From an optimization exercise on the open Yosys and OpenROAD flow, aimed at small area; shortcuts taken in it are not production practice. RTL that was checked went through simulation tests only; none was proved equivalent to the original.

==> inputs of run a <==
==> flow/design.v <==
package msrv32_pkg;
  localparam int unsigned DEF_WIDTH      = 32;
  localparam int unsigned DEF_DEPTH      = 32;
  localparam int unsigned DEF_ADDR_WIDTH = 5;
  typedef logic [DEF_WIDTH-1:0]      word_t;
  typedef logic [DEF_ADDR_WIDTH-1:0] addr_t;
  localparam addr_t X0_ADDR = '0;
endpackage
module msrv32_rf_aoi222 (
  input  logic a1, a2,
  input  logic b1, b2,
  input  logic c1, c2,
  output logic y
);
  assign y = ~((a1 & a2) | (b1 & b2) | (c1 & c2));
endmodule
module msrv32_rf_aoi22 (
  input  logic a1, a2,
  input  logic b1, b2,
  output logic y
);
  assign y = ~((a1 & a2) | (b1 & b2));
endmodule
module msrv32_reg_file_mp
#(
  parameter int unsigned WIDTH      = msrv32_pkg::DEF_WIDTH,
  parameter int unsigned DEPTH      = msrv32_pkg::DEF_DEPTH,
  parameter int unsigned ADDR_WIDTH = msrv32_pkg::DEF_ADDR_WIDTH,
  parameter int unsigned RD_PORTS   = 2,
  parameter int unsigned WR_PORTS   = 2    
) (
  input  logic                           msrv32_mp_clk_in,
  input  logic                           msrv32_mp_rst_n_in,
  input  logic [RD_PORTS-1:0]            rd_en_in,
  input  logic [RD_PORTS*ADDR_WIDTH-1:0] rs_addr_in,
  output logic [RD_PORTS*WIDTH-1:0]      rs_out,
  output logic [RD_PORTS-1:0]            rs_busy_out,
  input  logic [WR_PORTS-1:0]            wr_en_in,
  input  logic [WR_PORTS*ADDR_WIDTH-1:0] wr_addr_in,
  input  logic [WR_PORTS*WIDTH-1:0]      wr_data_in,
  input  logic                           issue_en_in,
  input  logic [ADDR_WIDTH-1:0]          issue_addr_in,
  output logic [DEPTH-1:0]               busy_vec_out
);
  localparam int unsigned NW = DEPTH - 1;            
  localparam int unsigned NT = NW + 1;               
  localparam int unsigned NG = NT / 3;               
  logic [NW*WIDTH-1:0]       regs_q, regs_d;         
  logic [DEPTH-1:0]          valid_q, valid_d;
  logic [DEPTH-1:0]          busy_q, busy_d;
  logic [RD_PORTS*WIDTH-1:0] rs_q;
  logic [RD_PORTS-1:0]       rs_busy_q;
  logic [WIDTH-1:0] wd0, wd1;
  assign wd0 = wr_data_in[0 +: WIDTH];
  assign wd1 = wr_data_in[WIDTH +: WIDTH];
  logic [DEPTH-1:0] hit0, hit1, hold;
  always_comb begin
    for (int i = 0; i < DEPTH; i++) begin
      hit1[i] = wr_en_in[1] && (wr_addr_in[ADDR_WIDTH +: ADDR_WIDTH] == ADDR_WIDTH'(i));
      hit0[i] = wr_en_in[0] && (wr_addr_in[0 +: ADDR_WIDTH] == ADDR_WIDTH'(i)) && !hit1[i];
      hold[i] = !(hit0[i] || hit1[i]);
    end
  end
  for (genvar i = 1; i < DEPTH; i++) begin : g_word
    for (genvar b = 0; b < WIDTH; b++) begin : g_bit
      logic y;
      msrv32_rf_aoi222 u_wr (
        .a1 (hit1[i]), .a2 (wd1[b]),
        .b1 (hit0[i]), .b2 (wd0[b]),
        .c1 (hold[i]), .c2 (regs_q[(i-1)*WIDTH + b]),
        .y  (y)
      );
      assign regs_d[(i-1)*WIDTH + b] = ~y;
    end
  end
  always_ff @(posedge msrv32_mp_clk_in) begin
    regs_q <= regs_d;
  end
  assign valid_d = {valid_q[DEPTH-1:1] | ~hold[DEPTH-1:1], 1'b0};
  always_comb begin
    busy_d = busy_q;
    for (int w = 0; w < WR_PORTS; w++) begin
      if (wr_en_in[w]) begin
        busy_d[wr_addr_in[w*ADDR_WIDTH +: ADDR_WIDTH]] = 1'b0;
      end
    end
    if (issue_en_in) begin
      busy_d[issue_addr_in] = 1'b1;
    end
    busy_d[0] = 1'b0;
  end
  always_ff @(posedge msrv32_mp_clk_in or negedge msrv32_mp_rst_n_in) begin
    if (!msrv32_mp_rst_n_in) begin
      valid_q <= '0;
      busy_q  <= '0;
    end else begin
      valid_q <= valid_d;
      busy_q  <= busy_d;
    end
  end
  for (genvar p = 0; p < RD_PORTS; p++) begin : g_rd_port
    logic [ADDR_WIDTH-1:0] a;
    logic                  en;
    logic [NT-1:0]         sel;
    logic [WIDTH-1:0]      q;
    assign a  = rs_addr_in[p*ADDR_WIDTH +: ADDR_WIDTH];
    assign en = rd_en_in[p];
    assign q  = rs_q[p*WIDTH +: WIDTH];
    always_comb begin
      for (int i = 1; i < DEPTH; i++) begin
        sel[i-1] = en && valid_d[i] && (a == ADDR_WIDTH'(i));
      end
      sel[NW] = !en;
    end
    for (genvar b = 0; b < WIDTH; b++) begin : g_bit
      logic [NT-1:0] t;
      logic [NG-1:0] y;
      for (genvar i = 0; i < NW; i++) begin : g_t
        assign t[i] = regs_d[i*WIDTH + b];
      end
      assign t[NW] = q[b];
      for (genvar g = 0; g < NG; g++) begin : g_grp
        msrv32_rf_aoi222 u_rd (
          .a1 (sel[3*g]),   .a2 (t[3*g]),
          .b1 (sel[3*g+1]), .b2 (t[3*g+1]),
          .c1 (sel[3*g+2]), .c2 (t[3*g+2]),
          .y  (y[g])
        );
      end
      logic yl;
      msrv32_rf_aoi22 u_rdl (
        .a1 (sel[NT-2]), .a2 (t[NT-2]),
        .b1 (sel[NT-1]), .b2 (t[NT-1]),
        .y  (yl)
      );
      always_ff @(posedge msrv32_mp_clk_in or negedge msrv32_mp_rst_n_in) begin
        if (!msrv32_mp_rst_n_in) rs_q[p*WIDTH + b] <= 1'b0;
        else                     rs_q[p*WIDTH + b] <= ~(&{y, yl});
      end
    end
    always_ff @(posedge msrv32_mp_clk_in or negedge msrv32_mp_rst_n_in) begin
      if (!msrv32_mp_rst_n_in) rs_busy_q[p] <= 1'b0;
      else if (en)             rs_busy_q[p] <= busy_d[a];
    end
  end
  assign rs_out       = rs_q;
  assign rs_busy_out  = rs_busy_q;
  assign busy_vec_out = busy_q;
endmodule
module msrv32_reg_file_2r2w (
  input  logic         msrv32_mp_clk_in,
  input  logic         msrv32_mp_rst_n_in,
  input  logic [1:0]   rd_en_in,
  input  logic [9:0]   rs_addr_in,
  output logic [63:0]  rs_out,
  output logic [1:0]   rs_busy_out,
  input  logic [1:0]   wr_en_in,
  input  logic [9:0]   wr_addr_in,
  input  logic [63:0]  wr_data_in,
  input  logic         issue_en_in,
  input  logic [4:0]   issue_addr_in,
  output logic [31:0]  busy_vec_out
);
  msrv32_reg_file_mp #(
    .WIDTH      (32),
    .DEPTH      (32),
    .ADDR_WIDTH (5),
    .RD_PORTS   (2),
    .WR_PORTS   (2)
  ) u_rf (
    .msrv32_mp_clk_in   (msrv32_mp_clk_in),
    .msrv32_mp_rst_n_in (msrv32_mp_rst_n_in),
    .rd_en_in           (rd_en_in),
    .rs_addr_in         (rs_addr_in),
    .rs_out             (rs_out),
    .rs_busy_out        (rs_busy_out),
    .wr_en_in           (wr_en_in),
    .wr_addr_in         (wr_addr_in),
    .wr_data_in         (wr_data_in),
    .issue_en_in        (issue_en_in),
    .issue_addr_in      (issue_addr_in),
    .busy_vec_out       (busy_vec_out)
  );
endmodule
==> flow/run.sh <==
#!/bin/bash
# synth_recipe.tcl (not shown) runs the flow's synth.tcl, then flattens the netlist and writes it again
# the make line also repeats each setting of config.mk as NAME=value (left out here)
make -C /OpenROAD-flow-scripts/flow DESIGN_CONFIG=/design/flow/config.mk WORK_HOME=/design/flow/orfs CLKGATE_MAP_FILE= SYNTH_SCRIPT=/design/flow/synth_recipe.tcl finish
==> flow/config.mk <==
export PLATFORM = sky130hd
export DESIGN_NAME = msrv32_reg_file_2r2w
export DESIGN_NICKNAME = msrv32_reg_file_2r2w
export VERILOG_FILES = /design/flow/design.v
export SDC_FILE = /design/flow/constraint.sdc
export NUM_CORES = 4
export LEC_CHECK = 0
export CAP_MARGIN = 20
export CELL_PAD_IN_SITES_DETAIL_PLACEMENT = 1
export CELL_PAD_IN_SITES_GLOBAL_PLACEMENT = 2
export CORE_MARGIN = 2
export CORE_UTILIZATION = 60
export CTS_BUF_LIST = sky130_fd_sc_hd__clkbuf_8
export PLACE_DENSITY = 0.7
export SLEW_MARGIN = 20
export SYNTH_HIERARCHICAL = 1
export SYNTH_MINIMUM_KEEP_SIZE = 0
==> flow/constraint.sdc <==
create_clock -name core_clock -period 5.0 [get_ports {msrv32_mp_clk_in}]
set_input_delay 1.0000 -clock core_clock [delete_from_list [all_inputs] [get_ports {msrv32_mp_clk_in}]]
set_output_delay 1.0000 -clock core_clock [all_outputs]
set_load 0.01 [all_outputs]
==> run b: changes against run a <==
==> flow/design.v, changed modules only <==
module msrv32_rf_dec
#(
  parameter int unsigned ADDR_WIDTH = 5,
  parameter int unsigned DEPTH      = 32
) (
  input  logic                  en_i,
  input  logic [ADDR_WIDTH-1:0] addr_i,
  output logic [DEPTH-1:0]      dec_o
);
  logic [3:0] lo;
  logic [7:0] hi;
  always_comb begin
    for (int k = 0; k < 4; k++) lo[k] = (addr_i[1:0] == 2'(k));
    for (int m = 0; m < 8; m++) hi[m] = en_i && (addr_i[4:2] == 3'(m));
    for (int i = 0; i < DEPTH; i++) dec_o[i] = lo[i % 4] && hi[i / 4];
  end
endmodule
module msrv32_reg_file_mp
#(
  parameter int unsigned WIDTH      = msrv32_pkg::DEF_WIDTH,
  parameter int unsigned DEPTH      = msrv32_pkg::DEF_DEPTH,
  parameter int unsigned ADDR_WIDTH = msrv32_pkg::DEF_ADDR_WIDTH,
  parameter int unsigned RD_PORTS   = 2,
  parameter int unsigned WR_PORTS   = 2    
) (
  input  logic                           msrv32_mp_clk_in,
  input  logic                           msrv32_mp_rst_n_in,
  input  logic [RD_PORTS-1:0]            rd_en_in,
  input  logic [RD_PORTS*ADDR_WIDTH-1:0] rs_addr_in,
  output logic [RD_PORTS*WIDTH-1:0]      rs_out,
  output logic [RD_PORTS-1:0]            rs_busy_out,
  input  logic [WR_PORTS-1:0]            wr_en_in,
  input  logic [WR_PORTS*ADDR_WIDTH-1:0] wr_addr_in,
  input  logic [WR_PORTS*WIDTH-1:0]      wr_data_in,
  input  logic                           issue_en_in,
  input  logic [ADDR_WIDTH-1:0]          issue_addr_in,
  output logic [DEPTH-1:0]               busy_vec_out
);
  localparam int unsigned NW = DEPTH - 1;            
  localparam int unsigned NT = NW + 1;               
  localparam int unsigned NG = NT / 3;               
  logic [NW*WIDTH-1:0]       regs_q, regs_d;         
  logic [DEPTH-1:0]          valid_q, valid_d;
  logic [DEPTH-1:0]          busy_q, busy_d;
  logic [RD_PORTS*WIDTH-1:0] rs_q;
  logic [RD_PORTS-1:0]       rs_busy_q;
  logic [WIDTH-1:0] wd0, wd1;
  assign wd0 = wr_data_in[0 +: WIDTH];
  assign wd1 = wr_data_in[WIDTH +: WIDTH];
  logic [DEPTH-1:0] dec_w0, dec_w1, dec_is;
  msrv32_rf_dec #(.ADDR_WIDTH (ADDR_WIDTH), .DEPTH (DEPTH)) u_dec_w0 (
    .en_i (wr_en_in[0]), .addr_i (wr_addr_in[0 +: ADDR_WIDTH]), .dec_o (dec_w0));
  msrv32_rf_dec #(.ADDR_WIDTH (ADDR_WIDTH), .DEPTH (DEPTH)) u_dec_w1 (
    .en_i (wr_en_in[1]), .addr_i (wr_addr_in[ADDR_WIDTH +: ADDR_WIDTH]), .dec_o (dec_w1));
  msrv32_rf_dec #(.ADDR_WIDTH (ADDR_WIDTH), .DEPTH (DEPTH)) u_dec_is (
    .en_i (issue_en_in), .addr_i (issue_addr_in), .dec_o (dec_is));
  logic [DEPTH-1:0] hit0, hit1, hold;
  assign hit1 = dec_w1;
  assign hit0 = dec_w0 & ~dec_w1;
  assign hold = ~(dec_w0 | dec_w1);
  for (genvar i = 1; i < DEPTH; i++) begin : g_word
    for (genvar b = 0; b < WIDTH; b++) begin : g_bit
      logic y;
      msrv32_rf_aoi222 u_wr (
        .a1 (hit1[i]), .a2 (wd1[b]),
        .b1 (hit0[i]), .b2 (wd0[b]),
        .c1 (hold[i]), .c2 (regs_q[(i-1)*WIDTH + b]),
        .y  (y)
      );
      assign regs_d[(i-1)*WIDTH + b] = ~y;
    end
  end
  always_ff @(posedge msrv32_mp_clk_in) begin
    regs_q <= regs_d;
  end
  assign valid_d = {valid_q[DEPTH-1:1] | ~hold[DEPTH-1:1], 1'b0};
  assign busy_d = {dec_is[DEPTH-1:1] | (busy_q[DEPTH-1:1] & hold[DEPTH-1:1]), 1'b0};
  always_ff @(posedge msrv32_mp_clk_in or negedge msrv32_mp_rst_n_in) begin
    if (!msrv32_mp_rst_n_in) begin
      valid_q <= '0;
      busy_q  <= '0;
    end else begin
      valid_q <= valid_d;
      busy_q  <= busy_d;
    end
  end
  for (genvar p = 0; p < RD_PORTS; p++) begin : g_rd_port
    logic [ADDR_WIDTH-1:0] a;
    logic                  en;
    logic [NT-1:0]         sel;
    logic [WIDTH-1:0]      q;
    assign a  = rs_addr_in[p*ADDR_WIDTH +: ADDR_WIDTH];
    assign en = rd_en_in[p];
    assign q  = rs_q[p*WIDTH +: WIDTH];
    logic [DEPTH-1:0] dec_rd;
    msrv32_rf_dec #(.ADDR_WIDTH (ADDR_WIDTH), .DEPTH (DEPTH)) u_dec_rd (
      .en_i (en), .addr_i (a), .dec_o (dec_rd));
    assign sel = {!en, dec_rd[DEPTH-1:1] & valid_d[DEPTH-1:1]};
    logic [NT-1:0] bsel, bt;
    logic [NG-1:0] by;
    assign bsel = {!en, dec_rd[DEPTH-1:1]};
    assign bt   = {rs_busy_q[p], busy_d[DEPTH-1:1]};
    for (genvar g = 0; g < NG; g++) begin : g_bgrp
      msrv32_rf_aoi222 u_rdb (
        .a1 (bsel[3*g]),   .a2 (bt[3*g]),
        .b1 (bsel[3*g+1]), .b2 (bt[3*g+1]),
        .c1 (bsel[3*g+2]), .c2 (bt[3*g+2]),
        .y  (by[g])
      );
    end
    for (genvar b = 0; b < WIDTH; b++) begin : g_bit
      logic [NT-1:0] t;
      logic [NG-1:0] y;
      for (genvar i = 0; i < NW; i++) begin : g_t
        assign t[i] = regs_d[i*WIDTH + b];
      end
      assign t[NW] = q[b];
      for (genvar g = 0; g < NG; g++) begin : g_grp
        msrv32_rf_aoi222 u_rd (
          .a1 (sel[3*g]),   .a2 (t[3*g]),
          .b1 (sel[3*g+1]), .b2 (t[3*g+1]),
          .c1 (sel[3*g+2]), .c2 (t[3*g+2]),
          .y  (y[g])
        );
      end
      always_ff @(posedge msrv32_mp_clk_in or negedge msrv32_mp_rst_n_in) begin
        if (!msrv32_mp_rst_n_in) rs_q[p*WIDTH + b] <= 1'b0;
        else                     rs_q[p*WIDTH + b] <= ~(&y) | (sel[NT-2] & t[NT-2]) | (sel[NT-1] & t[NT-1]);
      end
    end
    always_ff @(posedge msrv32_mp_clk_in or negedge msrv32_mp_rst_n_in) begin
      if (!msrv32_mp_rst_n_in) rs_busy_q[p] <= 1'b0;
      else                     rs_busy_q[p] <= ~(&by) | (bsel[NT-2] & bt[NT-2]) | (bsel[NT-1] & bt[NT-1]);
    end
  end
  assign rs_out       = rs_q;
  assign rs_busy_out  = rs_busy_q;
  assign busy_vec_out = busy_q;
endmodule
==> flow/flow/run.sh (new file) <==
#!/bin/bash
# Own layout flow: the standard layout (standard.sh: unchanged synthesis,
# floorplan, power grid, tap cells, placement and routing) with two changes:
#  - ports are buffered with the smallest buffer (buf_1) instead of the default
#    clkdlybuf4s50_1;
#  - clock tree synthesis uses clkbuf_8 with larger sink clusters and inserts
#    no dummy loads.
# All of make's output goes to flow_make.log in the work folder; ORFS keeps each
# tool's own log under orfs/logs/.
set -euo pipefail
cd "$(dirname "${BASH_SOURCE[0]}")/.."
export BUFFER_PORTS_ARGS="-buffer_cell sky130_fd_sc_hd__buf_1"
export CTS_ARGS="-sink_clustering_enable -repair_clock_nets -buf_list sky130_fd_sc_hd__clkbuf_8 -sink_clustering_size 15 -sink_clustering_max_diameter 50 -dont_use_dummy_load"
bash standard.sh finish > flow_make.log 2>&1
==> flow/standard.sh (new file) <==
#!/bin/bash
# synth_recipe.tcl (not shown) runs the flow's synth.tcl, then flattens the netlist and writes it again
# the make line also repeats each setting of config.mk as NAME=value (left out here)
make -C /OpenROAD-flow-scripts/flow DESIGN_CONFIG=/design/flow/config.mk WORK_HOME=/design/flow/orfs CLKGATE_MAP_FILE= SYNTH_SCRIPT=/design/flow/synth_recipe.tcl "${@:-finish}"
- CORE_UTILIZATION: 60 -> 30
- CTS_BUF_LIST: sky130_fd_sc_hd__clkbuf_8 -> not set
- PLACE_DENSITY: 0.7 -> 0.5
removed: flow/run.sh
==> run c: changes against run a <==
- CORE_UTILIZATION: 60 -> 45
- PLACE_DENSITY: 0.7 -> 0.65
==> run summary <==
| metric | run a | run c | run b |
|---|---|---|---|
| Share of the final layout cell area in multi-input gates | - | 0.3795 | 0.3746 |
| Max Buffers Root-to-Sink | - | 3 | 3 |
| Status | aborted with a tool error | timing/DRC/antenna clean | timing/DRC/antenna clean |
| Stage where the flow stopped | global placement without I/O (3_1_place_gp_skip_io) | - | - |
| Number of fill cells in the layout | - | 11836 | 17725 |
| Min Hold Slack | - | 0.1002 ns | 0.4676 ns |
| DRC | - | 0 | 0 |
| Die boundary width | 291.4 um | 335.8 um | 404.0 um |
| Multi-Input Combinational | - | 2539 | 2382 |
| Iteration-0 DRC Markers | - | 19532 | 13858 |
| Reg2reg path depth | - | 7 | 7 |
| Std cell rows | 105 | 121 | 146 |
| Non-clock buffer count | - | 568 | 560 |
| Die footprint | - | 0.1128 mm^2 | 0.1632 mm^2 |
| Post-synth top area cell | dfxtp_1 | dfxtp_1 | - |
| Synthesized flop and latch total | 1120 | 1120 | - |
| Most numerous cell in the Yosys netlist | a222oi_1 | a222oi_1 | - |
| Met3 Track Usage GR | - | 0.2156 | 0.06959 |
| GPL Wtd Cong | - | 1.002 | 0.8762 |
| Classification of the worst-slack hold path | - | input pin to async pin | register to register |
| Synthesis-to-finish area growth | - | 24.14% | 19.84% |
| Reg-to-reg endpoint | - | u_rf.rs_q[2] | u_rf.rs_q[28] |
| Insertion delay of the later-clocked pin in the worst-skew pair | - | 0.94 ns | 0.92 ns |
For run a and run c, only the layout was checked, not whether the RTL still works.

## what the ideal ports hide
No port has a modelled driver above. Below, the same layouts with a new extraction and two added sets of constraints.
Step 1 assumes that a clkbuf_16 drives the clock port and a buf_2 every other input.
Step 2 also shifts input and output timing later by t, the mid clock arrival at the registers, as if the neighbouring blocks saw the same clock.
Slacks: ideal / step 1 / step 2; pairs: ideal / step 1.
| run | t (ns) | setup WS [ns] | hold WS [ns] | worst slew at a driven data input, ns |
|---|---|---|---|---|
| run b | 0.972 | 0.962 / 1.001 / 0.029 | 0.468 / 0.468 / 0.468 | 0.06 |
| run c | 0.988 | 0.572 / 0.626 / -0.362 | 0.100 / 0.063 / 0.495 | 0.08 |
With both steps, setup timing fails in run c, where it was met with ideal ports. The setup slack of run c, which loses most, moves by +0.054 ns with the drivers and by -0.934 ns with both steps.
